From an optimization exercise on the open Yosys and OpenROAD flow, aimed at small area, a short achievable clock period and few clock cycles; shortcuts taken in it are not production practice. RTL that was checked went through simulation tests only; none was proved equivalent to the original. Function not checked in runs 1 to 3 and 5: the RTL went through the layout flow alone. Power is estimated from default activity; no workload was simulated.

===== design.v =====
package tcs_pkg;
    localparam int BYTE_W      = 8;
    localparam int LINE_W      = 20;
    localparam int COL_W       = 16;
    localparam int QUEUE_DEPTH = 4;
    localparam int QP_W        = 2;
    localparam int QC_W        = 3;
    localparam int RES_W       = 2 + BYTE_W + LINE_W + COL_W + 3 + 1;
    localparam int PAIR_W      = 2 * RES_W + 1;
    localparam logic [BYTE_W-1:0] C_NUL    = 8'h00;
    localparam logic [BYTE_W-1:0] C_TAB    = 8'h09;
    localparam logic [BYTE_W-1:0] C_LF     = 8'h0A;
    localparam logic [BYTE_W-1:0] C_CR     = 8'h0D;
    localparam logic [BYTE_W-1:0] C_SPACE  = 8'h20;
    localparam logic [BYTE_W-1:0] C_STAR   = 8'h2A;
    localparam logic [BYTE_W-1:0] C_SLASH  = 8'h2F;
    localparam logic [BYTE_W-1:0] C_DEL    = 8'h7F;
    localparam logic [BYTE_W-1:0] C_LEAD   = 8'hE2;
    localparam logic [BYTE_W-1:0] C_CONT80 = 8'h80;
    localparam logic [BYTE_W-1:0] C_EN     = 8'h93;
    localparam logic [BYTE_W-1:0] C_EM     = 8'h94;
    localparam logic [BYTE_W-1:0] C_APOS   = 8'h99;
    localparam logic [BYTE_W-1:0] C_LSQ    = 8'h98;
    localparam logic [BYTE_W-1:0] C_LDQ    = 8'h9C;
    localparam logic [BYTE_W-1:0] C_RDQ    = 8'h9D;
    typedef enum logic [1:0] {
        KIND_CHAR = 2'd0,
        KIND_END  = 2'd1,
        KIND_ERR  = 2'd2
    } t_kind;
    typedef enum logic [2:0] {
        ERR_NONE      = 3'd0,
        ERR_EN_DASH   = 3'd1,
        ERR_EM_DASH   = 3'd2,
        ERR_APOS      = 3'd3,
        ERR_QUOTE     = 3'd4,
        ERR_CONTROL   = 3'd5,
        ERR_OPEN_CMNT = 3'd6
    } t_err;
    typedef struct packed {
        t_kind             kind;
        logic [BYTE_W-1:0] char_out;
        logic [LINE_W-1:0] line_no;
        logic [COL_W-1:0]  column_no;
        t_err              error_code;
        logic              last;
    } t_result;
    typedef struct packed {
        logic    two;
        t_result first;
        t_result second;
    } t_pair;
    typedef struct packed {
        logic empty;
        logic full;
    } t_q_status;
endpackage
module text_char_scanner_core #(
    parameter int LINE_BITS   = 20,    
    parameter int COLUMN_BITS = 16,
    parameter int TAB_STOP    = 4
) (
    input  logic                       i_clk,
    input  logic                       i_rst_n,
    input  logic                       i_valid,
    input  logic [tcs_pkg::BYTE_W-1:0] i_byte,
    output logic                       o_ready,
    output logic                       o_valid,
    input  logic                       i_ready,
    output logic [1:0]                 o_kind,
    output logic [tcs_pkg::BYTE_W-1:0] o_char,
    output logic [tcs_pkg::LINE_W-1:0] o_line,
    output logic [tcs_pkg::COL_W-1:0]  o_col,
    output logic [2:0]                 o_code,
    output logic                       o_last
);
    localparam int K_NUL   = 0;    
    localparam int K_TAB   = 1;    
    localparam int K_LF    = 2;    
    localparam int K_CR    = 3;    
    localparam int K_STAR  = 4;    
    localparam int K_SLASH = 5;    
    localparam int K_LEAD  = 6;    
    localparam int K_C80   = 7;    
    localparam int K_CTL   = 8;    
    localparam int K_INC   = 9;    
    localparam int K_UERR  = 10;   
    localparam int NK      = 11;
    function automatic logic [NK-1:0] f_class(input logic [7:0] v);
        f_class          = '0;
        f_class[K_NUL]   = (v == 8'h00);
        f_class[K_TAB]   = (v == 8'h09);
        f_class[K_LF]    = (v == 8'h0A);
        f_class[K_CR]    = (v == 8'h0D);
        f_class[K_STAR]  = (v == 8'h2A);
        f_class[K_SLASH] = (v == 8'h2F);
        f_class[K_LEAD]  = (v == 8'hE2);
        f_class[K_C80]   = (v == 8'h80);
        f_class[K_CTL]   = ((v[7:5] == 3'b000) && v != 8'h00 && v != 8'h09
                            && v != 8'h0A && v != 8'h0D) || (v == 8'h7F);
        f_class[K_INC]   = (v[7] ? v[6] : (v[6] | v[5])) && (v != 8'h7F);
        case (v)
            8'h93, 8'h94, 8'h98, 8'h99, 8'h9C, 8'h9D: f_class[K_UERR] = 1'b1;
            default:                                  f_class[K_UERR] = 1'b0;
        endcase
    endfunction
    logic          r_iv;
    logic [7:0]    r_ib;
    logic [NK-1:0] r_k;       
    logic          r_uerr;    
    logic        r_busy;      
    logic        r_outv;      
    logic        r_olast;     
    logic [2:0]  r_st;        
    logic [7:0]  r_ch;
    logic [19:0] r_line;
    logic [15:0] r_col;
    logic        r_mv_rst;    
    logic        r_mv_nl;     
    logic        r_mv_inc;    
    logic        r_mv_tab;    
    logic        r_cmt, r_star, r_slash, r_cr, r_lead, r_lead80, r_failed;
    logic        r_e2sat;     
    assign r_k = f_class(r_ib);
    function automatic logic [19:0] f_sinc20(input logic [19:0] v);
        for (int i = 0; i < 20; i++)
            f_sinc20[i] = (v[i] ^ ((i == 0) ? 1'b1 : &(v | ~((20'd1 << i) - 20'd1)))) | (&v);
    endfunction
    function automatic logic [13:0] f_inc14(input logic [13:0] v, input logic ci);
        for (int i = 0; i < 14; i++)
            f_inc14[i] = v[i] ^ (ci & ((i == 0) ? 1'b1 : &(v | ~((14'd1 << i) - 14'd1))));
    endfunction
    function automatic logic [15:0] f_dec16(input logic [15:0] v);
        for (int i = 0; i < 16; i++)
            f_dec16[i] = v[i] ^ ((i == 0) ? 1'b1 : ~|(v & ((16'd1 << i) - 16'd1)));
    endfunction
    logic        hi_max, cin, col_sat;
    logic [13:0] hi_sum;
    logic [19:0] cur_line;
    logic [15:0] cur_col, lead_col;
    assign hi_max   = &r_col[15:2];
    assign cin      = r_mv_inc ? (&r_col[1:0]) : (|r_col[1:0]);
    assign hi_sum   = f_inc14(r_col[15:2], cin);
    assign col_sat  = hi_max & cin;
    always_comb begin
        if (r_mv_rst)
            cur_line = 20'd1;
        else if (r_mv_nl)
            cur_line = f_sinc20(r_line);
        else
            cur_line = r_line;
        if (r_mv_rst || r_mv_nl)
            cur_col = 16'd1;
        else if (r_mv_inc || r_mv_tab)
            cur_col = col_sat ? 16'hFFFF
                              : {hi_sum, (r_mv_inc ? {r_col[1] ^ r_col[0], !r_col[0]} : 2'd1)};
        else
            cur_col = r_col;
    end
    assign lead_col = r_e2sat ? r_col : f_dec16(r_col);
    logic consume, main_free;
    assign consume   = r_iv && (!r_outv || i_ready);
    assign main_free = !r_iv || consume;
    assign o_ready   = !r_busy || i_ready;
    logic [2:0] ucode;
    logic       n_ov, n_end, n_err, n_uerr;
    logic [2:0] n_code;
    logic       n_cmt, n_star, n_slash, n_cr, n_lead, n_lead80, n_failed;
    always_comb begin
        case (r_ib)
            8'h93:                ucode = 3'd1;
            8'h94:                ucode = 3'd2;
            8'h99:                ucode = 3'd3;
            default:              ucode = 3'd4;
        endcase
    end
    always_comb begin
        n_ov     = 1'b0;
        n_end    = 1'b0;
        n_err    = 1'b0;
        n_uerr   = r_lead80 && r_uerr;
        n_code   = 3'd0;
        n_cmt    = r_cmt;
        n_star   = r_star;
        n_slash  = 1'b0;
        n_cr     = 1'b0;
        n_lead   = 1'b0;
        n_lead80 = 1'b0;
        n_failed = r_failed;
        if (r_failed) begin
        end else if (r_cr) begin
            if (r_k[K_LF]) begin
                n_star = 1'b0;
                n_ov   = !r_cmt;
            end else begin
                n_ov     = 1'b1;
                n_err    = 1'b1;
                n_code   = 3'd5;
                n_failed = 1'b1;
            end
        end else if (r_k[K_NUL]) begin
            n_ov   = 1'b1;
            n_end  = !r_cmt;
            n_err  = r_cmt;
            n_code = r_cmt ? 3'd6 : 3'd0;
        end else if (r_k[K_CR]) begin
            n_cr = 1'b1;
        end else if (n_uerr) begin
            n_ov     = 1'b1;
            n_err    = 1'b1;
            n_code   = ucode;
            n_failed = 1'b1;
        end else if (r_k[K_CTL]) begin
            n_ov     = 1'b1;
            n_err    = 1'b1;
            n_code   = 3'd5;
            n_failed = 1'b1;
        end else begin
            n_lead   = r_k[K_LEAD];
            n_lead80 = r_lead && r_k[K_C80];
            if (r_cmt) begin
                if (r_star && r_k[K_SLASH]) begin
                    n_cmt  = 1'b0;
                    n_star = 1'b0;
                end else begin
                    n_star = r_k[K_STAR];
                end
            end else if (r_slash && r_k[K_STAR]) begin
                n_cmt  = 1'b1;
                n_star = 1'b0;
            end else if (r_k[K_SLASH]) begin
                n_slash = 1'b1;
            end else begin
                n_ov = 1'b1;
            end
        end
        if (r_k[K_NUL]) begin
            n_cmt    = 1'b0;
            n_star   = 1'b0;
            n_failed = 1'b0;
        end
    end
    logic          iv_n, slash_n, ov_n, rel_n;
    logic [7:0]    in_b, ib_n;
    logic [NK-1:0] k_n;
    assign in_b = i_byte;
    assign iv_n    = main_free ? i_valid : r_iv;
    assign ib_n    = main_free ? in_b : r_ib;
    assign k_n     = f_class(ib_n);
    assign slash_n = consume ? n_slash : r_slash;
    assign ov_n    = consume ? n_ov : (r_outv && !i_ready);
    assign rel_n   = iv_n && slash_n && !k_n[K_STAR];
    always_ff @(posedge i_clk) begin
        if (!i_rst_n) begin
            r_iv     <= 1'b0;
            r_outv   <= 1'b0;
            r_busy   <= 1'b0;
            r_mv_rst <= 1'b1;
            r_mv_nl  <= 1'b0;
            r_mv_inc <= 1'b0;
            r_mv_tab <= 1'b0;
            r_cmt    <= 1'b0;
            r_star   <= 1'b0;
            r_slash  <= 1'b0;
            r_cr     <= 1'b0;
            r_lead   <= 1'b0;
            r_lead80 <= 1'b0;
            r_failed <= 1'b0;
        end else begin
            r_iv   <= iv_n;
            r_outv <= ov_n || rel_n;
            r_busy <= iv_n && (ov_n || rel_n);
            r_slash <= slash_n;
            if (consume) begin
                r_mv_rst <= r_k[K_NUL];
                r_mv_nl  <= r_k[K_LF];
                r_mv_inc <= r_k[K_INC];
                r_mv_tab <= r_k[K_TAB];
                r_cmt    <= n_cmt;
                r_star   <= n_star;
                r_cr     <= n_cr;
                r_lead   <= n_lead;
                r_lead80 <= n_lead80;
                r_failed <= n_failed;
            end
        end
    end
    always_ff @(posedge i_clk) begin
        r_ib    <= ib_n;
        r_uerr  <= k_n[K_UERR];
        r_olast <= !rel_n || k_n[K_SLASH] || k_n[K_CR];
        if (consume) begin
            r_ch    <= n_err ? 8'h00 : r_ib;
            r_line  <= cur_line;
            r_col   <= n_uerr ? lead_col : cur_col;
            r_st    <= n_end ? 3'd7 : n_code;
            r_e2sat <= &r_col;
        end
    end
    assign o_valid = r_outv;
    assign o_kind  = {(r_st != 3'd0) && (r_st != 3'd7), r_st == 3'd7};
    assign o_char  = r_ch;
    assign o_line  = r_line;
    assign o_col   = r_col;
    assign o_code  = (r_st == 3'd7) ? 3'd0 : r_st;
    assign o_last  = r_olast;
endmodule

===== flow/run.sh =====
#!/bin/bash
# Standard layout, with plain buf_1 cells as the port buffers and the
# synthesis adder-cell step left out (abc maps the incrementers as gates).
set -euo pipefail
bash standard.sh BUFFER_PORTS_ARGS="-buffer_cell sky130_fd_sc_hd__buf_1" ADDER_MAP_FILE= finish > make_finish.log 2>&1

===== standard.sh =====
#!/bin/bash
# synth_recipe.tcl (not shown) runs the flow's synth.tcl, then flattens the netlist and writes it again
# the make line also repeats each setting of config.mk as NAME=value (left out here)
make -C /OpenROAD-flow-scripts/flow DESIGN_CONFIG=/design/flow/config.mk WORK_HOME=/design/flow/orfs CLKGATE_MAP_FILE= SYNTH_SCRIPT=/design/flow/synth_recipe.tcl "${@:-finish}"

===== config.mk =====
export PLATFORM = sky130hd
export DESIGN_NAME = text_char_scanner_core
export DESIGN_NICKNAME = text_char_scanner_core
export VERILOG_FILES = /design/flow/design.v
export SDC_FILE = /design/flow/constraint.sdc
export NUM_CORES = 4
export LEC_CHECK = 0
export ABC_AREA = 1
export CAP_MARGIN = 20
export CORE_MARGIN = 2
export CORE_UTILIZATION = 40
export CTS_BUF_LIST = sky130_fd_sc_hd__clkbuf_4 sky130_fd_sc_hd__clkbuf_8
export GPL_TIMING_DRIVEN = 0
export SETUP_SLACK_MARGIN = 1.8
export SLEW_MARGIN = 20

===== constraint.sdc =====
create_clock -name core_clock -period 4.0 [get_ports {i_clk}]
set_input_delay 0.8000 -clock core_clock [delete_from_list [all_inputs] [get_ports {i_clk}]]
set_output_delay 0.8000 -clock core_clock [all_outputs]
set_load 0.01 [all_outputs]

==> results list, run 1 <==
- Counting I/O delays and the setup requirement, the final critical path takes approximately 2.1 ns.
* HP Class: flip-flop to flip-flop
- The finished layout holds ~760 standard cells, fillers aside.
* Largest net degree at the start of global routing: 21
* Cell type with the largest total area after synthesis: sky130_fd_sc_hd__edfxtp_1
- The first global-routing pass estimated approximately 16 mm of wire.
* Final wirelength: 9.78 mm
* Die area: around 0.011 mm2
* Switching pwr: approximately 420 uW
* Number of nets in the final layout: ~630
* Cell chain of the critical path: inv_1, nor3_4, nor2_1, buf_1
- CTS placed an instance of sky130_fd_sc_hd__clkbuf_8 at the clock tree root.
* Logic pwr share: a little over a tenth
* Final clock period utilization by the worst path: around 52%
- Sequential cells account for between 50% and 60% of the total power.
* Final-report max-slew violation count: 0
- Clock Path Buffers: 2
* Final count of negative-setup-slack endpoints: 0
* CP delay by family, top: flip-flops
- Total Negative Setup Slacks: 0 ns
* CTS buffer count: 9
- Layout Skew: ~0.005 ns
- For this design, the sink count on the clock tree is 72.
- Clock latency reported for the late side of the worst-skew pair: 0.35 ns
- Tot GR Track Use: 18.0%
- Across the run, the number of max-cap violations was 0.
- Count of buffer and inverter cells on the critical path: 2
* Maximum vdd drop: between 0.00015 and 0.0002 V
- After synthesis the netlist holds a flip-flop and latch count of 72.
- The die is 106 um tall.
* Area growth syn-to-layout: 17.5%
- The total area inside the core boundary comes to roughly 0.010 mm2.
- The count of nets left with antenna violations once routing finished came out at 0.
* Die boundary width: 106 um
* Path type of the worst setup path: flip-flop to primary output
* Total global routing overflow: 0
* Fillers: around 1,000
- The initial antenna violation count came to 0.
* Synthesized area per cell: roughly 7.7 um2
- Overall via count from detail_route: approximately 3,800
* Switching share of power: 25.1%
* Std cell rows: 37
* Synth area leaders: sky130_fd_sc_hd__edfxtp_1, sky130_fd_sc_hd__nand2_1, sky130_fd_sc_hd__dfxtp_1, sky130_fd_sc_hd__inv_1, sky130_fd_sc_hd__nor2_1
* Share of the yosys chip area belonging to registers: a little under half
- Derived from the worst setup path, the maximum achievable clock frequency is approximately 480 MHz.
- Maximum level of the CTS H-tree: 3
- Area fraction of the dominant cell type after synthesis: around a third
- Power spread over the standard cell area amounts to between 300 and 400 mW/mm2.
- Once the floorplan was initialized, standard cells occupied between 40% and 50% of the core.
* DRC: 0
* LEAKAGE: about 2.1 nW
- Worst-path clk slew: roughly 0.070 ns
- The flow ran to the end and the layout has no timing, DRC or antenna violations.
* Required time of the critical path: between 3 and 4 ns
- Avg WL per Cell: between 10 and 15 um
- Peak fanout along the critical path: 4
- Unrepaired setup endpoints after global routing: yes
- Max_slew headroom: roughly 62%
* Startpoint Class: flip-flop
- For the pin with the worst max-slew slack, the measured transition is approximately 0.56 ns.
* TritonRoute pass-1 iters: 4
* Data arrival time at the worst-slack endpoint: between 1 and 1.5 ns
* Detailed placer's ending HPWL: approximately 7.3 mm
* Number of hold buffers added after cts: 0
- The post-route netlist has under 10% of its cells at a drive strength greater than 1.
- For this block, the initial DRC count from the detailed router was ~270.
- CP max stage cell: sky130_fd_sc_hd__edfxtp_1
* Boundary pin count: 64
- Yosys cell types: between 40 and 50
- The number of nets in the synthesized netlist is between 500 and 600.
- Internal cell power: 1.25 mW
* Antenna cell count: 0
- CP Capture Type: primary output
- In the routed layout, each cell is associated on average with a via count of about 5.0.
- Area of the mapped netlist: 0.00416 mm2
- The number of endpoints with negative hold slack in the final report was 0.
- The clock network burns a little under two fifths of the power.
- For this run, the number of Yosys warnings is 1.
* Number of global-route vias before repair: roughly 3,500
* Slowest Stage Delay on Critical Path: approximately 0.41 ns
- The number of placed instances, taps included, is approximately 740.
- Gate count after technology mapping: ~540
- TritonCTS built the clock tree.
- Port Buf Inserts: 63
- Routability-driven placement finished with a final weighted congestion of around 0.87.
==> worst min-delay path, delay by kind of cell (launching register included) <==
kind            cells  cell delay (ns)
flops               1             0.31
simple gates        1             0.06
compound gates      1             0.05
==> layout make-up <==
type,instances,area (um2),share of cell area (%)
sequential,72,1920,39.3
clock buffer,14,186,3.81
buffer,6,38.8,0.793
inverter,81,308,6.29
multi-input combinational,385,1950,39.9
tap,136,170,3.48
timing repair buffer,67,279,5.71
clock inverter,2,35.0,0.716
==> power groups by stage <==
stage	clock network (mW)	registers, mW	logic [mW]
after floorplan	0	0.889	0.113
after global placement	0	0.886	0.172
after detailed placement	0	0.887	0.174
after CTS	0.648	0.870	0.179
after global routing	0.678	0.876	0.205
final	0.626	0.871	0.179
==> state kept, by name, summed over array words and instances (netlist names) <==
| name | flops |
|---|---|
| r_ib | 8 |
| r_ch | 8 |
| r_line | 20 |
| r_mv_rst | 1 |
| r_e2sat | 1 |
| r_cr | 1 |
| r_busy | 1 |
| r_mv_inc | 1 |
| r_lead | 1 |
| r_slash | 1 |
| r_star | 1 |
| r_olast | 1 |
| r_col | 16 |
| r_iv | 1 |
| r_st | 3 |
| r_uerr | 1 |
| r_lead80 | 1 |
| r_cmt | 1 |
| r_mv_nl | 1 |
| r_mv_tab | 1 |
| r_outv | 1 |
| r_failed | 1 |
==> layer usage <==
metal	GRT usage (%)	vias up	part of all wire (%)
li1	-	1966	-
met1	25.3	1753	49
met2	27.6	83	46
met3	3.25	9	4.3
met4	7.33	0	1.1
met5	0	-	0
==> worst paths after layout <==
check	endpoint	cells past startpoint	start	slack, ns
min reg2reg	r_lead	2	r_lead	0.47
min	r_lead	2	r_lead	0.47
max	o_kind[1]	4	r_st[0]	1.92
max reg2reg	r_col[1]	10	r_col[0]	1.98
==> metrics by stage <==
| step | util, % | worst slack (ns) | hold slack [ns] | power, mW | area (um2) |
|---|---|---|---|---|---|
| 6_report | 47.8 | 1.92 | 0.466 | 1.68 | 4890 |
| 5_1_grt | 47.8 | 1.78 | 0.489 | 1.76 | 4890 |
| 3_5_place_dp | 44.8 | 1.37 | 0.455 | 1.06 | 4580 |
| 2_1_floorplan | - | 1.84 | 0.441 | 1.00 | 4180 |
| 3_3_place_gp | 44.8 | 1.37 | 0.450 | 1.06 | 4580 |
| 4_1_cts | 47.3 | 1.83 | 0.467 | 1.70 | 4840 |
==> Yosys cell counts (all sizes together) <==
library cell	number
a21oi	29
nand3b	2
nand2	139
inv	78
o311ai	5
a41oi	1
and3	1
or2	7
nor4	5
buf	2
nor2	71
edfxtp	48
nand3	37
xor2	9
clkinv	3
o31ai	1
o21bai	1
a31oi	4
dfxtp	24
a211oi	3
o21ai	32
nor4b	1
a21boi	1
o211ai	2
xnor2	3
nand4	11
nor3	18
a31o	2
clkbuf	4
==> cell usage in the layout (no fill, tap or decap), drive strengths merged, types with 2 or more instances in the layout <==
cell type  instances
a211oi             3
a21oi             29
a31o               2
a31oi              4
buf               69
clkbuf            18
clkinv             3
dfxtp             24
edfxtp            48
inv               78
nand2            139
nand3             37
nand3b             2
nand4             11
nor2              71
nor3              18
nor4               5
o211ai             2
o21ai             32
o311ai             5
or2                7
xnor2              3
xor2               9
==> what timing repair did <==
action / 4_1_cts / 5_1_grt
gates cloned: 0 / 0
resized for setup: 2 / 11
pin swaps: 1 / 2
buffers inserted: 1 / 3
setup endpoints to repair: 40 / 16
==> logic make-up (layout without fill, tap and decap cells) <==
family                    Yosys count  in the layout  share of synthesized area (%)
and+or+nand+nor                   292            292                           31.7
DFF                                72             72                           46.2
buffers and inverters              87            170                           8.21
xor gates and xnor gates           12             12                           2.53
AOI/OAI and AO/OA                  81             81                           11.4
==> run 2: changes to the inputs <==
--- a/config.mk
+++ b/config.mk
@@ -11,5 +11,5 @@
 export CORE_UTILIZATION = 40
 export CTS_BUF_LIST = sky130_fd_sc_hd__clkbuf_4 sky130_fd_sc_hd__clkbuf_8
 export GPL_TIMING_DRIVEN = 0
-export SETUP_SLACK_MARGIN = 1.8
+export SETUP_SLACK_MARGIN = 1.75
 export SLEW_MARGIN = 20
==> run 2 against run 1 <==
Net effect:
- still clean on timing, DRC and antenna
- clock-buffer cell count is the same
- routed wire length shrank 0.13%
- synthesized area is the same
- cell count is the same
- power is essentially flat
- design area shrank 0.23%
- first-iteration DRC count grew 6.3%
- largest cell class unchanged
==> results list, run 2 <==
* Result of the run: finished clean
- Summing over every cut layer, the via total after detailed routing is around 3,800.
* Clock network fraction of design power: about 37%
- The synthesized design contains 48 enable-type register cells.
* Layout Skew: 0.00573 ns
- Post-place instance area: 0.00458 mm2
- Yosys warns: 1
- Die area: 0.0112 mm2
* CTS buffer count: 9
- Antenna cell count: 0
* Max_slew headroom: 61.5%
* Leading register cell type out of synthesis: sky130_fd_sc_hd__edfxtp_1
- HP Class: flip-flop to flip-flop
- Setup violations remaining at the end of the flow were counted as 0.
- Global routing consumed, over all layers together, between 10% and 20% of the routing resources.
- Number of global-route vias before repair: approximately 3,500
- The count of buffers added on input and output ports is 63.
- Avg WL per Cell: roughly 13 um
- WHS: 0.465 ns
- The commonest cells after synthesis are sky130_fd_sc_hd__nand2_1, sky130_fd_sc_hd__inv_1, sky130_fd_sc_hd__nor2_1, sky130_fd_sc_hd__edfxtp_1, sky130_fd_sc_hd__nand3_1.
* Clock Path Buffers: 2
- The library cells used most frequently in the layout, excluding fill and tap cells, are sky130_fd_sc_hd__nand2_1, sky130_fd_sc_hd__inv_1, sky130_fd_sc_hd__nor2_1, sky130_fd_sc_hd__buf_1, sky130_fd_sc_hd__edfxtp_1.
- The layer flagged by global routing as most heavily used is met2.
- Critical register-to-register path endpoint: r_col[11]
- Min cycle time layout: approximately 2.1 ns
- Unrepaired setup endpoints after global routing: no
* Number of violations of the max-capacitance limit: 0
- Count of buffer and inverter cells on the critical path: 2
- Using the TritonRoute via totals, the vias-per-cell ratio works out to approximately 5.0.
- The final number of max-transition violations was 0.
- Of the cells placed in the final design, the portion with a size suffix greater than 1 is around 8.0%.
- Required time of the critical path: 3.20 ns
- Syn_nets: 556
* Global Route met1 Usage: 25.3%
- In the finished design, the share of the clock period the worst path needs comes to 53.0%.
- Synthesized area per cell: between 7 and 8 um2
- Max frequency: around 470 MHz
* Startpoint Class: flip-flop
* Std cell rows: 37
* Gate count after technology mapping: 544
- CTS built an H-tree with a depth of 3.
* Area of the mapped netlist: ~0.0042 mm2
- For this block, the routed nets add up to between 9 and 10 mm of wire.
- Path type of the worst setup path: flip-flop to primary output
* Hold path cells: 2
* Worst reg2reg startpoint: r_col[0]
- Synth area leaders: sky130_fd_sc_hd__edfxtp_1, sky130_fd_sc_hd__nand2_1, sky130_fd_sc_hd__dfxtp_1, sky130_fd_sc_hd__inv_1, sky130_fd_sc_hd__nor2_1
- The number of different library cells used by synthesis comes to between 40 and 50.
- Summing all multi-input logic gate instances after layout gives between 0.0015 and 0.002 mm2.
- TritonRoute pass-1 iters: 4
- The share of the Yosys chip area taken by registers is between 40 and 50%.
- Cell chain of the critical path: inv_1, nor3_2, nor2_1, buf_1
- In the final layout, the registers with the most flip-flops are r_line: 20 flops, r_col: 16 flops.
* CTS Root Buffer Type: sky130_fd_sc_hd__clkbuf_8
- Measured in cells, the most critical reg-to-reg path has a length of 12.
- The total overflow left after global routing is 0.
* Switching share of power: 25.1%
- Sequential standard cell area: a little under 0.002 mm2
- Launch instance of the worst min-delay path: r_lead
* TritonCTS clock tree: done
* Total Negative Setup Slacks: 0 ns
- STA puts the critical path data arrival time at approximately 1.3 ns.
- Detailed placer's ending HPWL: ~7.3 mm
- Area fraction of the dominant cell type after synthesis: between 30% and 40%
- Dividing total power by cell area gives a power density of 343 mW/mm2.
- GR met3 Demand/Resource: about 3.2%
* Slowest Stage Delay on Critical Path: ~0.42 ns
- The clock reaches the later pin of the worst-skew pair after 0.35 ns.
- Initial antenna violation count: 0
- Top reg by flops: r_line
- Area growth syn-to-layout: 17.2%
- The die is roughly 110 um tall.
- The detailed router finished its first iteration with approximately 290 violations.
- Per report_power, the combinational group accounts for about a tenth of the total.
- Largest net degree at the start of global routing: 21
- Maximum vdd drop: roughly 0.00018 V
- Post-route standard cell area excluding fillers: slightly below 0.005 mm2
- The largest total area in the synthesized netlist belongs to sky130_fd_sc_hd__edfxtp_1.
- CP max stage cell: sky130_fd_sc_hd__edfxtp_1
- Switching pwr: around 420 uW
* Global routing usage on met2: a little over a quarter
* Dominant cell by count in the synthesized netlist: sky130_fd_sc_hd__nand2_1
- Antenna-violating nets left: 0
- STA classifies the critical path endpoint as a primary output.
- Boundary pin count: 64
* Most common cell after layout, fill and taps aside: sky130_fd_sc_hd__nand2_1
- Die boundary width: 106 um
- Initial core utilization: a little over 40%
* Peak fanout along the critical path: 4
* Number of hold buffers added after cts: 0
* Worst-path clk slew: 0.07 ns
- The first global-routing pass estimated roughly 16 mm of wire.
* Number of nets in the final layout: roughly 630
* Max FFs per register: 20
- Placer congestion estimate: slightly below 0.9
* Sequential share of power: between 50% and 60%
* CP delay by family, top: flip-flops
- Summed over all cells, the static leakage comes to between 2 and 2.5 nW.
- Clock tree synthesis found a total of roughly 70 sinks.
* Fillers: roughly 1,000
- Post-layout util: between 40 and 50%
- The completed layout was analyzed and its total power is between 1.5 and 2 mW.
- Total of flip-flops plus latches after synthesis: between 70 and 80
- The worst hold path terminates at r_lead.
* DRC: 0
* Internal cell power: ~1.3 mW
* Worst-case register-to-register setup slack: a little under 2 ns
- The number of endpoints with negative hold slack in the final report was 0.
* Core region area: 0.0102 mm2
- For the pin with the worst max-slew slack, the measured transition is 0.577 ns.
- In the synthesized netlist the async set-or-reset flop fraction comes to 0%.
## run 2: cell count changes in the layout (fill, tap and decap cells not counted)
cell,before,now
sky130_fd_sc_hd__nor3_4,1,0
sky130_fd_sc_hd__nand2_1,134,136
sky130_fd_sc_hd__nand2_2,5,3
sky130_fd_sc_hd__nor3_2,1,2
## run 2: layout make-up
type | instances | share of cell area [%]
inverter | 81 | 6.31
sequential | 72 | 39.4
buffer | 6 | 0.795
tap | 136 | 3.49
clock inverter | 2 | 0.718
multi-input combinational | 385 | 39.8
timing repair buffer | 67 | 5.72
clock buffer | 14 | 3.82
## run 2: power by group through the flow
stage | sequential, mW | combinational [mW] | clock, mW
after floorplan | 0.889 | 0.113 | 0
after global routing | 0.876 | 0.204 | 0.678
after CTS | 0.870 | 0.178 | 0.648
after global placement | 0.886 | 0.172 | 0
after detailed placement | 0.887 | 0.174 | 0
final | 0.871 | 0.178 | 0.627
## run 2: kinds of logic after synthesis
| logic type | Yosys count | synth area share, % |
|---|---|---|
| and+or+nand+nor | 292 | 31.7 |
| DFF | 72 | 46.2 |
| AOI/OAI and AO/OA | 81 | 11.4 |
| buffers and inverters | 87 | 8.21 |
| xor gates and xnor gates | 12 | 2.53 |
## run 2: per-layer routing
metal / wire (um) / part of all wire, %
met1: 4730 / 48
met2: 4380 / 45
met3: 513 / 5.3
met4: 141 / 1.4
met5: 0 / 0
## run 2: worst max path at each step
| stage | from | endpoint | slack (ns) | cells after the start |
|---|---|---|---|---|
| after global placement | i_ready | r_line[3] | 1.37 | 6 |
| final | r_st[1] | o_kind[1] | 1.88 | 4 |
| after CTS | r_st[1] | o_kind[1] | 1.75 | 4 |
| after global routing | r_col[0] | r_col[11] | 1.75 | 12 |
| after floorplan | i_ready | r_line[0] | 1.84 | 5 |
| after detailed placement | i_ready | r_col[14] | 1.37 | 6 |
## run 2: repair_timing
action | in CTS | in global routing
cloned | 0 | 0
hold endpoints to repair | 0 | 0
setup endpoints to repair | 16 | 37
pin swaps | 1 | 2
gates resized for setup | 0 | 10
buffers inserted | 1 | 3
## run 2: through the flow
step	setup slack, ns	std cells
after floorplan	1.84	544
after global placement	1.37	743
after detailed placement	1.37	743
after CTS	1.75	760
after global routing	1.75	763
final	1.88	763
## run 2: worst min-delay path: stages (launching register included)
cell and delay (ns):
sky130_fd_sc_hd__dfxtp_1 0.31, sky130_fd_sc_hd__nand2_1 0.06, sky130_fd_sc_hd__a21oi_1 0.05
==> run 3: changes to the inputs <==
--- a/config.mk
+++ b/config.mk
@@ -6,10 +6,10 @@
 export NUM_CORES = 4
 export LEC_CHECK = 0
 export ABC_AREA = 1
-export CAP_MARGIN = 20
+export CAP_MARGIN = 0
 export CORE_MARGIN = 2
 export CORE_UTILIZATION = 40
 export CTS_BUF_LIST = sky130_fd_sc_hd__clkbuf_4 sky130_fd_sc_hd__clkbuf_8
 export GPL_TIMING_DRIVEN = 0
-export SETUP_SLACK_MARGIN = 1.75
-export SLEW_MARGIN = 20
+export SETUP_SLACK_MARGIN = 1.8
+export SLEW_MARGIN = 0
==> run 3 against run 2 <==
Net effect:
- synthesized cell count is the same
- register-to-register slack gained 0.04 ns
- non-clock buffer count is the same
- maximum frequency grew 1.7%
- die area is the same
- sequential power is essentially flat
- utilization grew 0.11 points
- design area grew 0.23%
- largest power group unchanged
==> results list, run 3 <==
* Detailed placer's ending HPWL: roughly 7.3 mm
* Port Buf Inserts: 63
- After global routing the overflow that remains totals 0.
- DRC: 0
- For the final database, setup skew stands at 0.00497 ns.
* Tot GR Track Use: 18.0%
* Worst-path clk slew: 0.07 ns
- At the pin with the least slew margin, the transition time is around 0.56 ns.
- Based on the critical path, the design can be clocked at up to 480 MHz.
- Share of the yosys chip area belonging to registers: a little under half
* Avg WL per Cell: 12.8 um
- Yosys cell types: a little over 40
- Synth area leaders: sky130_fd_sc_hd__edfxtp_1, sky130_fd_sc_hd__nand2_1, sky130_fd_sc_hd__dfxtp_1, sky130_fd_sc_hd__inv_1, sky130_fd_sc_hd__nor2_1
* Gate count after technology mapping: 544
* Max FFs per register: 20
* Most common cell after layout, fill and taps aside: sky130_fd_sc_hd__nand2_1
- Setup violations remaining at the end of the flow were counted as 0.
* Final Hold Fails: 0
- In the synthesized netlist the async set-or-reset flop fraction comes to 0%.
- Post-placement worst setup slack: approximately 1.4 ns
* Layout cell share with drive strength beyond 1: slightly above 8%
- Worst setup slack after layout: 1.92 ns
* Syn_nets: between 500 and 600
- Leading cell types by count after synthesis: sky130_fd_sc_hd__nand2_1, sky130_fd_sc_hd__inv_1, sky130_fd_sc_hd__nor2_1, sky130_fd_sc_hd__edfxtp_1, sky130_fd_sc_hd__nand3_1
- Maximum vdd drop: about 0.00018 V
* CP Capture Type: primary output
- Total power consumption of the routed design: 1.68 mW
- The number of clock buffers added by TritonCTS is 9.
- The cell area that synthesis handed to floorplanning was around 0.0042 mm2.
- The core region is 0.0102 mm2.
- Measured along the x axis, the die boundary spans 106 um.
- For the worst setup path, the data required time is between 3 and 4 ns.
* DR iter-0 viols: about 270
- STA classifies the critical path startpoint as a flip-flop.
- Slowest Stage Delay on Critical Path: a little over 0.4 ns
* Count of buffer and inverter cells on the critical path: 2
- Most frequent cells in the layout: sky130_fd_sc_hd__nand2_1, sky130_fd_sc_hd__inv_1, sky130_fd_sc_hd__nor2_1, sky130_fd_sc_hd__buf_1, sky130_fd_sc_hd__edfxtp_1
- Walking the worst path, the cells encountered are inv_1, nor3_4, nor2_1, buf_1.
- HP Class: flip-flop to flip-flop
* Initial core utilization: between 40% and 50%
- Area fraction of the dominant cell type after synthesis: roughly 35%
- Worst setup path startpoint: r_st[0]
- For this run, the number of Yosys warnings is 1.
* Number of global-route vias before repair: 3,482
- The final layout contains ~630 nets.
- No sink is reached through more buffers than the 2 on the longest clock path.
- Number of hold buffers added after cts: 0
* Number of violations of the max-capacitance limit: 0
- Entering global routing, the biggest net connects 21 pins.
- Clock latency reported for the late side of the worst-skew pair: ~0.35 ns
- Antenna-violating nets left: 0
- In this run the vertical extent of the chip is approximately 110 um.
- Worst reg2reg startpoint: r_col[0]
* Overall via count from detail_route: between 3,000 and 4,000
- Counting every sink on the clock net gives just over 70.
* Top reg by flops: r_line
- LEAKAGE: 2.10 nW
- Boundary pin count: 64
- Post-synth EDFFs: 48
- Row generation in the floorplan step produced 37 rows.
- Headroom to the max-slew limit came out at 62.3%.
- Averaged over all synthesized cells, the footprint is ~7.7 um2.
- Min cycle time layout: between 2 and 2.5 ns
* Data arrival time at the worst-slack endpoint: between 1 and 1.5 ns
- Dividing total power by cell area gives a power density of ~340 mW/mm2.
- Final wirelength: 9.78 mm
- On the critical path, the stage with the largest delay is an instance of sky130_fd_sc_hd__edfxtp_1.
- Unrepaired setup endpoints after global routing: yes
- Path type of the worst setup path: flip-flop to primary output
- The congestion estimate from routability-driven global placement came to between 0.8 and 0.9.
* TritonRoute pass-1 iters: 4
- WHS: 0.466 ns
* Initial antenna violation count: 0
* Total Negative Setup Slacks: 0 ns
- The final number of max-transition violations is 0.
- sky130_fd_sc_hd__nand2_1 is the most common cell in the netlist.
- The worst hold path begins at r_lead.
- After filler insertion, the fill cell instance count of the layout stands at around 1,000.
* CP delay by family, top: flip-flops
- From synthesis to final layout, the design area changed by 17.5%.
- TritonCTS built the clock tree.
* Antenna cell count: 0
- The first global-routing pass estimated 16.1 mm of wire.
- Leading register cell type out of synthesis: sky130_fd_sc_hd__edfxtp_1
* Detailed-route vias per instance: ~5
- The worst path uses between 50 and 60% of the clock period.
- The H-tree generated during clock tree synthesis spans 3 levels.
- The floorplan step defined a die boundary enclosing 0.0112 mm2.
* Cell type with the largest total area after synthesis: sky130_fd_sc_hd__edfxtp_1
- The root buffer cell chosen for the clock tree is sky130_fd_sc_hd__clkbuf_8.
- Peak fanout along the critical path: 4
- Result of the run: finished clean
- Registers with the most flip-flops: r_line: 20 flops, r_col: 16 flops
- Total of flip-flops plus latches after synthesis: 72
-- run 3: cell counts after synthesis --
Identical to the previous run, type by type.
-- run 3: cell families (layout without fill, tap and decap cells) --
kind of cell / Yosys count / in the layout / synth area share [%]
flops: 72 / 72 / 46.2
compound gates: 81 / 81 / 11.4
xor+xnor: 12 / 12 / 2.53
buf+inv: 87 / 170 / 8.21
simple gates: 292 / 292 / 31.7
-- run 3: path summary, 6_finish.rpt --
check	endpoint	slack, ns	cells past startpoint
setup / recovery	o_kind[1]	1.92	4
hold / removal	r_lead	0.47	2
hold reg to reg	r_lead	0.47	2
setup reg to reg	r_col[1]	1.98	10
-- run 3: metrics by stage --
step                      util (%)  cells  area (um2)
after floorplan                  -    544        4180
after CTS                     47.3    760        4840
after detailed placement      44.8    743        4580
after global placement        44.8    743        4580
after global routing          47.8    763        4890
final                         47.8    763        4890
-- run 3: metal layers --
layer	track usage (%)	vias up	wire length (um)
met5	0	-	0
met4	7.33	0	112
met3	3.25	9	424
met2	27.6	83	4460
met1	25.3	1753	4780
li1	-	1966	-
-- run 3: final cells by class --
| class | count | area (um2) | area share (%) |
|---|---|---|---|
| multi-input combinational | 385 | 1950 | 39.9 |
| timing repair buffer | 67 | 279 | 5.71 |
| buffer | 6 | 38.8 | 0.793 |
| clock buffer | 14 | 186 | 3.81 |
| tap | 136 | 170 | 3.48 |
| sequential | 72 | 1920 | 39.3 |
| clock inverter | 2 | 35.0 | 0.716 |
| inverter | 81 | 308 | 6.29 |
-- run 3: report_power, final --
part	switching [mW]	total, mW	internal, mW
clock	0.263	0.626	0.363
combinational	0.120	0.179	0.0585
sequential	0.0369	0.871	0.834
total	0.421	1.68	1.25
-- run 3: what timing repair did --
action | CTS | global route
gates resized for setup | 2 | 11
setup endpoints to repair | 40 | 16
setup buffers | 1 | 3
hold endpoints to repair | 0 | 0
pin swaps | 1 | 2
-- run 3: worst min-delay path: stages (launching register included) --
cell                      delay, ns
sky130_fd_sc_hd__dfxtp_1       0.31
sky130_fd_sc_hd__nand2_1       0.06
sky130_fd_sc_hd__a21oi_1       0.05
==> run 4: changes to the inputs <==
--- a/design.v
+++ b/design.v
@@ -111,10 +111,12 @@
     logic        r_busy;      
     logic        r_outv;      
     logic        r_olast;     
-    logic [2:0]  r_st;        
+    logic        r_kerr;      
+    logic        r_end;       
     logic [7:0]  r_ch;
     logic [19:0] r_line;
     logic [15:0] r_col;
+    logic [2:0]  r_code;
     logic        r_mv_rst;    
     logic        r_mv_nl;     
     logic        r_mv_inc;    
@@ -293,15 +295,17 @@
             r_ch    <= n_err ? 8'h00 : r_ib;
             r_line  <= cur_line;
             r_col   <= n_uerr ? lead_col : cur_col;
-            r_st    <= n_end ? 3'd7 : n_code;
+            r_end   <= n_end;
+            r_kerr  <= n_err;
+            r_code  <= n_code;
             r_e2sat <= &r_col;
         end
     end
     assign o_valid = r_outv;
-    assign o_kind  = {(r_st != 3'd0) && (r_st != 3'd7), r_st == 3'd7};
+    assign o_kind  = {r_kerr, r_end};
     assign o_char  = r_ch;
     assign o_line  = r_line;
     assign o_col   = r_col;
-    assign o_code  = (r_st == 3'd7) ? 3'd0 : r_st;
+    assign o_code  = r_code;
     assign o_last  = r_olast;
 endmodule
==> flow/run.sh (replaced) <==
#!/bin/bash
# Standard layout, with plain buf_1 cells as the port buffers, the synthesis
# adder-cell step left out, and timing repair limited to resizing and swaps.
set -euo pipefail
bash standard.sh BUFFER_PORTS_ARGS="-buffer_cell sky130_fd_sc_hd__buf_1" ADDER_MAP_FILE= SETUP_MOVE_SEQUENCE="unbuffer,sizeup,swap,clone" finish > make_finish.log 2>&1
--- a/config.mk
+++ b/config.mk
@@ -6,10 +6,9 @@
 export NUM_CORES = 4
 export LEC_CHECK = 0
 export ABC_AREA = 1
-export CAP_MARGIN = 0
+export CAP_MARGIN = 20
 export CORE_MARGIN = 2
 export CORE_UTILIZATION = 40
 export CTS_BUF_LIST = sky130_fd_sc_hd__clkbuf_4 sky130_fd_sc_hd__clkbuf_8
-export GPL_TIMING_DRIVEN = 0
 export SETUP_SLACK_MARGIN = 1.8
-export SLEW_MARGIN = 0
+export SLEW_MARGIN = 20
==> run 4 against run 3 <==
Net effect:
- still clean
- non-clock buffer count down 9
- clock-buffer cell count down 4
- first-iteration DRC count up 11%
- maximum frequency down 0.97%
- critical endpoint is now r_col[11]
==> results list, run 4 <==
- Port Buf Inserts: 63
- Before CTS, the worst setup slack after placement is 1.49 ns.
- The root buffer cell chosen for the clock tree is sky130_fd_sc_hd__clkbuf_8.
- Final count of negative-setup-slack endpoints: 0
* Xor-xnor portion of the synthesized cell area: 3.51%
- TritonRoute pass-1 iters: 5
* Final wirelength: around 9.9 mm
- Top reg by flops: r_line
* Slew at the pin closest to its max-slew limit: a little under 0.7 ns
* Std cell rows: 37
- Maximum level of the CTS H-tree: 3
- The worst path in the final design needs a cycle of around 2.1 ns, including I/O delays and setup.
* HP Class: flip-flop to flip-flop
- The register with the most flip-flops in the layout has 20 of them.
- The first global-routing pass estimated approximately 16 mm of wire.
- STA puts the critical path data required time at 4.11 ns.
- Final Hold Fails: 0
- DR iter-0 viols: 300
- Hold path cells: 2
- The run finished with no timing, DRC or antenna violations.
- Global Route met1 Usage: 23.5%
- The finished cells cover just under 0.005 mm2.
* Gate count after technology mapping: between 500 and 600
- TritonCTS built the clock tree.
- By area, the combinational part of the netlist is dominated by simple AND/OR/NAND/NOR gates.
- Final clock period utilization by the worst path: between 50% and 60%
* Number of global-route vias before repair: between 3,000 and 4,000
- In the synthesized netlist the dominant register cell turns out to be sky130_fd_sc_hd__edfxtp_1.
- Routability-driven placement finished with a final weighted congestion of between 0.8 and 0.9.
* Global routing usage on met2: between 20% and 30%
- STA classifies the critical path startpoint as a flip-flop.
- Die boundary width: around 110 um
* Y dimension of the die: approximately 110 um
* Leading cell types by count after synthesis: sky130_fd_sc_hd__nand2_1, sky130_fd_sc_hd__inv_1, sky130_fd_sc_hd__edfxtp_1, sky130_fd_sc_hd__nor2_1, sky130_fd_sc_hd__a21oi_1
- The worst path meets setup with around 1.9 ns of slack.
* Synth area leaders: sky130_fd_sc_hd__edfxtp_1, sky130_fd_sc_hd__dfxtp_1, sky130_fd_sc_hd__nand2_1, sky130_fd_sc_hd__inv_1, sky130_fd_sc_hd__a21oi_1
- Final-report max-slew violation count: 0
- Yosys warns: 1
- Averaged over all synthesized cells, the footprint is 8.12 um2.
- The library cell used most frequently in the layout, excluding fill and tap cells, is sky130_fd_sc_hd__nand2_1.
* Maximum vdd drop: 0.000176 V
- Non-filler instance count after layout: ~730
- Counting flops with a built-in enable in the synthesized netlist gives 50.
- Area of the mapped netlist: around 0.0042 mm2
- The global routing stage identified its most utilized layer as met2.
- On the final layout, the worst clock skew is around 0.0090 ns.
- Boundary pin count: 64
- Detailed placer's ending HPWL: 6.92 mm
- Clock latency reported for the late side of the worst-skew pair: 0.36 ns
- In this run the worst path has a maximum fanout of 7.
- Post-Synth Simple-Gate Area: around 28%
- The setup path with the least slack is of type flip-flop to flip-flop.
* Share of the yosys chip area belonging to registers: between 40 and 50%
- After detailed routing, the number of remaining DRC violations is 0.
- The number of hold buffers added after CTS was 0.
* Detailed-route vias per instance: 5.11
- After detailed placement, the design holds a cell count of ~710.
- Summed over all failing endpoints, the final setup total negative slack is 0 ns.
- CTS buffer count: 9
- LEAKAGE: between 2 and 2.5 nW
- Entering global routing, the biggest net connects 21 pins.
- In this run the biggest area consumer among cell types represents ~35% of the synthesized area.
* Share of synthesized cell area in full adder, half adder and majority cells: 0%
- The post-route netlist has about an eighth of its cells at a drive strength greater than 1.
- For this configuration, the core starts out at a cell density of between 40% and 50%.
* Clock Path Buffers: 2
- Unrepaired setup endpoints after global routing: yes
* Initial antenna violation count: 0
* Die area: between 0.01 and 0.015 mm2
- Counting cells, the worst reg-to-reg path comes to 12.
- After clock tree synthesis, the setup repair step added 0 buffers.
- For this design the ratio of total power to cell area is 347 mW/mm2.
* Most frequent cells in the layout: sky130_fd_sc_hd__nand2_1, sky130_fd_sc_hd__inv_1, sky130_fd_sc_hd__buf_1, sky130_fd_sc_hd__edfxtp_1, sky130_fd_sc_hd__nor2_1
- Total of flip-flops plus latches after synthesis: 74
- Data arrival time at the worst-slack endpoint: 2.22 ns
- The detail route stage leaves a number of antenna-violating nets equal to 0.
- In the synthesized netlist the async set-or-reset flop fraction comes to 0%.
* Yosys cell types: 44
- Tot GR Track Use: roughly 18%
- Area growth syn-to-layout: 16.4%
- 0 antenna diodes ended up in the layout.
* Worst-path clk slew: roughly 0.080 ns
- Number of nets in the final layout: 603
- Post-place instance area: about 0.0046 mm2
* Dominant cell by count in the synthesized netlist: sky130_fd_sc_hd__nand2_1
- Cell type with the largest total area after synthesis: sky130_fd_sc_hd__edfxtp_1
* Synth Area in Compound Gates: 13.6%
- Total global routing overflow: 0
* Avg WL per Cell: between 10 and 15 um
- Max-cap violations in this run came to 0.
- Max frequency: around 480 MHz
- Core region area: about 0.010 mm2
- Registers with the most flip-flops: r_line: 20 flops, r_col: 16 flops
- Overall via count from detail_route: 3,744
* CP Capture Type: flip-flop
- In this run the tightest slew margin relative to its limit is 53.9%.
- GR met3 Demand/Resource: approximately 3.2%
- After layout, the design draws a total of roughly 1.7 mW.
* Mux cell area share after synthesis: 0%
- Synthesis produced a netlist with a net count of between 500 and 600.
- The clock drives 74 sinks.
==> run 4: cell count changes in the layout (fill, tap and decap cells not counted), moves of 4 or more <==
cell and delta:
sky130_fd_sc_hd__nand2_1 -28, sky130_fd_sc_hd__clkbuf_8 -4, sky130_fd_sc_hd__o21ai_1 +6, sky130_fd_sc_hd__nand3_1 -12, sky130_fd_sc_hd__nand2_2 +5, sky130_fd_sc_hd__xnor2_1 +4
sky130_fd_sc_hd__nor3_1 -7, sky130_fd_sc_hd__inv_1 -4, sky130_fd_sc_hd__nor2_1 -19, sky130_fd_sc_hd__a21oi_1 +16, sky130_fd_sc_hd__o311ai_0 -5
==> run 4: power by group <==
group | internal (mW) | total [mW] | switching (mW)
Combinational | 0.0583 | 0.183 | 0.125
Sequential | 0.859 | 0.900 | 0.0410
Clock | 0.355 | 0.634 | 0.278
Total | 1.27 | 1.72 | 0.444
==> run 4: final timing paths <==
kind	from	to	slack, ns
setup / recovery	r_col[0]	r_col[11]	1.90
setup reg to reg	r_col[0]	r_col[11]	1.90
hold / removal	r_lead	r_lead	0.48
hold reg to reg	r_lead	r_lead	0.48
==> run 4: area by class of cell <==
| class | instances | area, um2 |
|---|---|---|
| timing repair inverter | 2 | 10.0 |
| clock buffer | 10 | 131 |
| tap | 136 | 170 |
| inverter | 80 | 310 |
| timing repair buffer | 64 | 244 |
| sequential | 74 | 1980 |
| multi-input combinational | 360 | 2010 |
| clock inverter | 6 | 81.3 |
| fill | 1020 | 5380 |
==> run 4: through the flow <==
step                hold slack, ns  utilization [%]
finish                       0.480             47.9
global route                 0.501             47.9
CTS                          0.486             47.0
detailed placement           0.466             44.7
global placement             0.468             44.7
floorplan                    0.441                -
==> run 4: routing by layer <==
layer / routed length, um / up-vias
li1: - / 1885
met1: 4610 / 1724
met5: 0 / -
met4: 216 / 0
met2: 4610 / 115
met3: 482 / 20
==> run 4: kinds of logic (layout without fill, tap and decap cells) <==
logic type	count (synthesis)	after routing
AOI/OAI and AO/OA	103	104
xor gates and xnor gates	17	17
buffers and inverters	91	162
DFF	74	74
and+or+nand+nor	238	239
==> run 4: repair_timing <==
action | in CTS | in global routing
cloned | 1 | 3
pin swaps | 1 | 3
gates resized for setup | 3 | 25
endpoints found under the setup margin | 16 | 57
==> run 4: critical path, cell delays in order, from the launching register on <==
cell and delay (ns):
sky130_fd_sc_hd__edfxtp_1 0.51, sky130_fd_sc_hd__nor2_4 0.20, sky130_fd_sc_hd__nand2_2 0.08, sky130_fd_sc_hd__inv_2 0.09, sky130_fd_sc_hd__nand3_4 0.10, sky130_fd_sc_hd__nor2_4 0.11, sky130_fd_sc_hd__nand2_2 0.08, sky130_fd_sc_hd__nor2_4 0.25
sky130_fd_sc_hd__nand3_4 0.13, sky130_fd_sc_hd__o21ai_1 0.14, sky130_fd_sc_hd__nand2_1 0.06, sky130_fd_sc_hd__nand2_1 0.05, sky130_fd_sc_hd__nand2_1 0.06
Testbench counts of run 4, summed over its fixed seeds: cycles 33,905.
==> run 5: changes to the inputs <==
--- a/design.v
+++ b/design.v
@@ -104,11 +104,11 @@
             default:                                  f_class[K_UERR] = 1'b0;
         endcase
     endfunction
-    logic          r_iv;
+    logic          r_sv;
+    logic [7:0]    r_sb;
+    logic          in_v;
     logic [7:0]    r_ib;
-    logic [NK-1:0] r_k;       
-    logic          r_uerr;    
-    logic        r_busy;      
+    logic [NK-1:0] r_k;
     logic        r_outv;      
     logic        r_olast;     
     logic        r_kerr;      
@@ -123,10 +123,12 @@
     logic        r_mv_tab;    
     logic        r_cmt, r_star, r_slash, r_cr, r_lead, r_lead80, r_failed;
     logic        r_e2sat;     
-    assign r_k = f_class(r_ib);
-    function automatic logic [19:0] f_sinc20(input logic [19:0] v);
+    assign in_v = r_sv || i_valid;
+    assign r_ib = r_sv ? r_sb : i_byte;
+    assign r_k  = f_class(r_ib);
+    function automatic logic [19:0] f_inc20(input logic [19:0] v);
         for (int i = 0; i < 20; i++)
-            f_sinc20[i] = (v[i] ^ ((i == 0) ? 1'b1 : &(v | ~((20'd1 << i) - 20'd1)))) | (&v);
+            f_inc20[i] = v[i] ^ ((i == 0) ? 1'b1 : &(v | ~((20'd1 << i) - 20'd1)));
     endfunction
     function automatic logic [13:0] f_inc14(input logic [13:0] v, input logic ci);
         for (int i = 0; i < 14; i++)
@@ -136,10 +138,11 @@
         for (int i = 0; i < 16; i++)
             f_dec16[i] = v[i] ^ ((i == 0) ? 1'b1 : ~|(v & ((16'd1 << i) - 16'd1)));
     endfunction
-    logic        hi_max, cin, col_sat;
+    logic        line_max, hi_max, cin, col_sat;
     logic [13:0] hi_sum;
     logic [19:0] cur_line;
     logic [15:0] cur_col, lead_col;
+    assign line_max = &r_line;
     assign hi_max   = &r_col[15:2];
     assign cin      = r_mv_inc ? (&r_col[1:0]) : (|r_col[1:0]);
     assign hi_sum   = f_inc14(r_col[15:2], cin);
@@ -147,23 +150,25 @@
     always_comb begin
         if (r_mv_rst)
             cur_line = 20'd1;
-        else if (r_mv_nl)
-            cur_line = f_sinc20(r_line);
+        else if (r_mv_nl && !line_max)
+            cur_line = f_inc20(r_line);
         else
             cur_line = r_line;
         if (r_mv_rst || r_mv_nl)
             cur_col = 16'd1;
         else if (r_mv_inc || r_mv_tab)
             cur_col = col_sat ? 16'hFFFF
-                              : {hi_sum, (r_mv_inc ? {r_col[1] ^ r_col[0], !r_col[0]} : 2'd1)};
+                              : {hi_sum, (r_mv_inc ? r_col[1:0] + 2'd1 : 2'd1)};
         else
             cur_col = r_col;
     end
     assign lead_col = r_e2sat ? r_col : f_dec16(r_col);
-    logic consume, main_free;
-    assign consume   = r_iv && (!r_outv || i_ready);
-    assign main_free = !r_iv || consume;
-    assign o_ready   = !r_busy || i_ready;
+    logic go, rel, consume, do_rel;
+    assign go      = in_v && (!r_outv || i_ready);
+    assign rel     = r_slash && !r_k[K_STAR];
+    assign consume = go && !rel;
+    assign do_rel  = go && rel;
+    assign o_ready = !r_sv;
     logic [2:0] ucode;
     logic       n_ov, n_end, n_err, n_uerr;
     logic [2:0] n_code;
@@ -180,7 +185,7 @@
         n_ov     = 1'b0;
         n_end    = 1'b0;
         n_err    = 1'b0;
-        n_uerr   = r_lead80 && r_uerr;
+        n_uerr   = r_lead80 && r_k[K_UERR];
         n_code   = 3'd0;
         n_cmt    = r_cmt;
         n_star   = r_star;
@@ -242,21 +247,10 @@
             n_failed = 1'b0;
         end
     end
-    logic          iv_n, slash_n, ov_n, rel_n;
-    logic [7:0]    in_b, ib_n;
-    logic [NK-1:0] k_n;
-    assign in_b = i_byte;
-    assign iv_n    = main_free ? i_valid : r_iv;
-    assign ib_n    = main_free ? in_b : r_ib;
-    assign k_n     = f_class(ib_n);
-    assign slash_n = consume ? n_slash : r_slash;
-    assign ov_n    = consume ? n_ov : (r_outv && !i_ready);
-    assign rel_n   = iv_n && slash_n && !k_n[K_STAR];
     always_ff @(posedge i_clk) begin
         if (!i_rst_n) begin
-            r_iv     <= 1'b0;
+            r_sv     <= 1'b0;
             r_outv   <= 1'b0;
-            r_busy   <= 1'b0;
             r_mv_rst <= 1'b1;
             r_mv_nl  <= 1'b0;
             r_mv_inc <= 1'b0;
@@ -269,11 +263,13 @@
             r_lead80 <= 1'b0;
             r_failed <= 1'b0;
         end else begin
-            r_iv   <= iv_n;
-            r_outv <= ov_n || rel_n;
-            r_busy <= iv_n && (ov_n || rel_n);
-            r_slash <= slash_n;
-            if (consume) begin
+            r_sv <= in_v && !consume;
+            if (do_rel) begin
+                r_outv  <= 1'b1;
+                r_slash <= 1'b0;
+            end else if (consume) begin
+                r_outv   <= n_ov;
+                r_slash  <= n_slash;
                 r_mv_rst <= r_k[K_NUL];
                 r_mv_nl  <= r_k[K_LF];
                 r_mv_inc <= r_k[K_INC];
@@ -284,13 +280,18 @@
                 r_lead   <= n_lead;
                 r_lead80 <= n_lead80;
                 r_failed <= n_failed;
+            end else if (i_ready) begin
+                r_outv <= 1'b0;
             end
         end
     end
     always_ff @(posedge i_clk) begin
-        r_ib    <= ib_n;
-        r_uerr  <= k_n[K_UERR];
-        r_olast <= !rel_n || k_n[K_SLASH] || k_n[K_CR];
+        if (!r_sv)
+            r_sb <= i_byte;
+        if (do_rel)
+            r_olast <= r_k[K_SLASH] || r_k[K_CR];
+        else if (consume)
+            r_olast <= 1'b1;
         if (consume) begin
             r_ch    <= n_err ? 8'h00 : r_ib;
             r_line  <= cur_line;
==> flow/run.sh (replaced) <==
#!/bin/bash
# Standard layout, with plain buf_1 cells as the port buffers.
set -euo pipefail
bash standard.sh BUFFER_PORTS_ARGS="-buffer_cell sky130_fd_sc_hd__buf_1" finish > make_finish.log 2>&1
--- a/config.mk
+++ b/config.mk
@@ -5,10 +5,9 @@
 export SDC_FILE = /design/flow/constraint.sdc
 export NUM_CORES = 4
 export LEC_CHECK = 0
-export ABC_AREA = 1
 export CAP_MARGIN = 20
 export CORE_MARGIN = 2
 export CORE_UTILIZATION = 40
 export CTS_BUF_LIST = sky130_fd_sc_hd__clkbuf_4 sky130_fd_sc_hd__clkbuf_8
-export SETUP_SLACK_MARGIN = 1.8
+export SETUP_SLACK_MARGIN = 1.9
 export SLEW_MARGIN = 20
==> run 5 against run 4 <==
Net effect:
- routed wire length up 34%
- largest power group unchanged
- die area up 0.77%
- non-clock buffer count up 78
- clock power up 3%
- clock-buffer cell count up 2
- combinational power up 140%
- critical endpoint is now r_ch[4]
- worst setup slack worse by 0.31 ns
- first-iteration DRC count up 30%
- highest routed layer unchanged
- via count up 16%
- sequential power up 6.9%
==> results list, run 5 <==
* First-pass GRT wire length: around 21 mm
- CTS buffer count: 9
- For this run, the total global-route usage over all layers was measured as 22.8%.
- For this run, the leading register cell type out of synthesis is sky130_fd_sc_hd__edfxtp_1.
- The startpoint identified for the worst hold timing path is r_mv_nl.
- Cell Pwr Density: about 320 mW/mm2
- The internal power of the cells totals approximately 1.4 mW.
- The detail route stage leaves a number of antenna-violating nets equal to 0.
- Avg WL per Cell: between 15 and 20 um
- Hold path endpoint: r_mv_nl
* Global Route met1 Usage: between 30% and 40%
- The netlist uses 67 different library cells.
- The register with the most flip-flops in the final layout is r_line.
* Switching pwr: approximately 610 uW
- between 60 and 70 I/O pins were placed.
- Max FFs per register: 20
- Setup repair after global routing could not meet its margin everywhere.
- LEAKAGE: 2.35 nW
* Clock latency reported for the late side of the worst-skew pair: 0.37 ns
- The floorplan step set the die height to about 110 um.
* Non-filler instance count after layout: approximately 730
* Max frequency: between 400 and 500 MHz
- Relative to the synthesized area, the layout overhead comes to 49.5%.
* Number of nets in the final layout: about 620
- GR met3 Demand/Resource: under 10%
* Number of cells after detailed placement: 640
- Worst r2r path cells: 8
- Global routing usage on met2: a little over a third
- For the pin with the worst max-slew slack, the measured transition is approximately 1.0 ns.
- The H-tree was split into 3 levels.
- Max_slew headroom: roughly a third
* Hold path cells: 2
- Largest net degree at the start of global routing: 28
- Detailed-route vias per instance: slightly below 6
- The final number of max-transition violations was 0.
- The final critical path takes up between 60% and 70% of the cycle.
- Yosys warns: 1
- Area of the mapped netlist: 0.00428 mm2
- The critical path starts at i_byte[7].
- Number of violations of the max-capacitance limit: 0
- The share of the Yosys chip area taken by registers is 45.6%.
- The die covers roughly 0.012 mm2.
- The worst register-to-register path ends at r_ch[4].
* Min cycle time layout: between 2 and 2.5 ns
* Fraction of registers with async set or reset after synthesis: 0%
- Most frequent cells in the layout: sky130_fd_sc_hd__buf_1, sky130_fd_sc_hd__buf_4, sky130_fd_sc_hd__edfxtp_1, sky130_fd_sc_hd__nor2_1, sky130_fd_sc_hd__nand2_1
* Worst reg2reg startpoint: r_sv
- DRC: 0
- At the end of routability-driven placement, the weighted congestion stood at a little under 0.9.
- Initial antenna violation count: 0
* DR iter-0 viols: ~400
* Maximum vdd drop: around 0.0002 V
- The final layout contains routed wiring with a total length of between 10 and 15 mm.
- Between clock sinks in the finished design, the worst skew comes to between 0.015 and 0.02 ns.
* Startpoint Class: primary input
- In the final layout, the share of cells above drive strength 1 is between 30% and 40%.
* Final count of negative-setup-slack endpoints: 0
- In this run, synthesis inferred 51 flip-flops with an integrated enable.
* Synth area leaders: sky130_fd_sc_hd__edfxtp_1, sky130_fd_sc_hd__dfxtp_1, sky130_fd_sc_hd__nor2_1, sky130_fd_sc_hd__ha_1, sky130_fd_sc_hd__nand2_1
* Switching share of power: around 30%
* Fillers: approximately 860
- For this design, the sink count on the clock tree is 72.
- For this block, the via count after detailed routing is ~4,300.
* TritonRoute pass-1 iters: 5
- Syn_nets: 479
- Final Hold Fails: 0
* Total global routing overflow: 0
- Path type of the worst setup path: primary input to flip-flop
- CTS Root Buffer Type: sky130_fd_sc_hd__clkbuf_8
- The core region is just over 0.01 mm2.
- After synthesis, the largest area contributor takes up a little over a third of total cell area.
- Counting along the longest clock path gives a buffer depth of 2.
- The initialized floorplan defines 37 standard-cell rows.
- Dominant cell by count in the synthesized netlist: sky130_fd_sc_hd__edfxtp_1
- Most used routing layer: met2
- TritonCTS clock tree: done
- Leading cell types by count after synthesis: sky130_fd_sc_hd__edfxtp_1, sky130_fd_sc_hd__nor2_1, sky130_fd_sc_hd__nand2_1, sky130_fd_sc_hd__inv_1, sky130_fd_sc_hd__dfxtp_1
* Synthesized area per cell: ~9.4 um2
- Peak fanout along the critical path: 5
- Number of global-route vias before repair: about 4,000
- The run finished with no timing, DRC or antenna violations.
- Synthesis handed over a netlist of 456 instances.
- Worst-case register-to-register setup slack: approximately 1.6 ns
- In this run the horizontal extent of the chip is 107 um.
- Worst-path clk slew: 0.07 ns
- Detailed placer's ending HPWL: 7.87 mm
- The number of antenna diodes in the final layout is 0.
- Total of flip-flops plus latches after synthesis: 72
* Registers with the most flip-flops: r_line: 20 flops, r_col: 16 flops
- Cell type with the largest total area after synthesis: sky130_fd_sc_hd__edfxtp_1
* Data arrival time at the worst-slack endpoint: roughly 2.5 ns
- Total Negative Setup Slacks: 0 ns
* CP Capture Type: flip-flop
- Initial core utilization: around 41%
- Required time of the critical path: about 4 ns
* HP Class: flip-flop to flip-flop
- Port Buf Inserts: between 60 and 70
* Clock network fraction of design power: 31.8%
- Logic pwr share: between 20% and 30%
- Sequential cells burn a little under half of the power.
- Number of hold buffers added after cts: 0
[run 5: cell count changes in the layout (fill, tap and decap cells not counted), moves of 9 or more]
cell / before / now
sky130_fd_sc_hd__nand2_2: 10 / 1
sky130_fd_sc_hd__buf_6: 0 / 18
sky130_fd_sc_hd__o21ai_0: 30 / 7
sky130_fd_sc_hd__a21oi_1: 43 / 9
sky130_fd_sc_hd__and3_1: 0 / 9
sky130_fd_sc_hd__nor2_1: 44 / 34
sky130_fd_sc_hd__inv_1: 73 / 22
sky130_fd_sc_hd__nand2_1: 106 / 32
sky130_fd_sc_hd__buf_4: 1 / 56
[run 5: metrics by stage]
stage               utilization (%)  cell area [um2]  hold WS, ns  power [mW]  worst slack [ns]
floorplan                         -             4480        0.443        1.16              1.24
global placement               46.3             4800        0.464        1.26             0.653
detailed placement             46.3             4800        0.464        1.27             0.694
CTS                            58.0             6010        0.474        2.02              1.63
global route                   61.7             6400        0.515        2.13              1.54
finish                         61.7             6400        0.475        2.05              1.59
[run 5: what timing repair did]
item | 4_1_cts | 5_1_grt
endpoints found under the hold margin | 0 | 0
buffers inserted | 53 | 20
endpoints found under the setup margin | 96 | 97
cloned | 4 | 0
pin swaps | 33 | 18
gates resized for setup | 122 | 50
[run 5: cells by family after synthesis]
kind of cell	count (synthesis)	share of synthesized area (%)
compound gates	104	17.2
xor+xnor	13	2.66
fa+ha+maj	11	3.22
buf+inv	49	4.91
flops	72	45.6
mux	7	1.67
simple gates	200	24.8
[run 5: worst max-delay path by stage]
stage | endpoint | slack, ns | cells after the start
2_1_floorplan | r_col[0] | 1.24 | 7
3_3_place_gp | r_ch[2] | 0.65 | 7
3_5_place_dp | r_ch[2] | 0.69 | 7
4_1_cts | r_ch[4] | 1.63 | 9
5_1_grt | r_ch[4] | 1.54 | 7
6_report | r_ch[4] | 1.59 | 9
[run 5: routing by layer]
layer / vias up / share of wire, %
met4: 0 / 1.9
met5: - / 0
met1: 2137 / 43
met2: 171 / 49
li1: 2005 / -
met3: 26 / 6.0
[run 5: cell type report]
cell class | count | area [um2] | area share, %
Clock buffer | 12 | 146 | 2.29
Inverter | 28 | 109 | 1.70
Timing Repair Buffer | 142 | 1030 | 16.1
Sequential cell | 72 | 1960 | 30.6
Multi-Input combinational cell | 339 | 2920 | 45.6
Tap cell | 136 | 170 | 2.66
Clock inverter | 4 | 68.8 | 1.08
[run 5: worst max-delay path: stages]
cell	delay, ns
sky130_fd_sc_hd__buf_8	0.10
sky130_fd_sc_hd__nor2b_4	0.12
sky130_fd_sc_hd__a21oi_4	0.13
sky130_fd_sc_hd__inv_2	0.07
sky130_fd_sc_hd__a311o_1	0.37
sky130_fd_sc_hd__o32a_1	0.37
sky130_fd_sc_hd__buf_6	0.14
sky130_fd_sc_hd__a31oi_4	0.33
sky130_fd_sc_hd__nor2_2	0.08
[run 5: power by group through the flow]
stage	clock (mW)	sequential, mW	combinational, mW
final	0.651	0.962	0.436
after global routing	0.689	0.971	0.470
after CTS	0.660	0.956	0.399
after detailed placement	0	0.969	0.296
after global placement	0	0.966	0.296
after floorplan	0	0.968	0.195

==> re-timing with driven ports <==
Ports are ideal in the flow. The routed layouts listed here were re-timed in OpenROAD.
Step 1 (the two cells are an assumption about what drives the block):
set clk [get_ports {i_clk}]
set_driving_cell -lib_cell sky130_fd_sc_hd__clkbuf_16 $clk
set_driving_cell -lib_cell sky130_fd_sc_hd__buf_2 [delete_from_list [all_inputs] $clk]
Step 2 times the ports against the registers' clock, not the clock port: input delays grow and output delays shrink by t, the midpoint of the rising clock arrivals with the driver on.
Slacks: ideal / step 1 / step 2; pairs: ideal / step 1.
run | shift t [ns] | setup WS [ns] | worst setup path at the end
run 1 | 0.378 | 1.916 / 1.882 / 1.598 | input to register
run 2 | 0.382 | 1.880 / 1.846 / 1.597 | input to register
run 3 | 0.378 | 1.916 / 1.882 / 1.598 | input to register
run 4 | 0.386 | 1.896 / 1.896 / 1.660 | input to register
run 5 | 0.398 | 1.587 / 1.584 / 1.185 | input to register
After both steps every run listed still meets setup and hold. The setup slack of run 5, which loses most, moves by -0.003 ns with the drivers and by -0.402 ns with both steps.
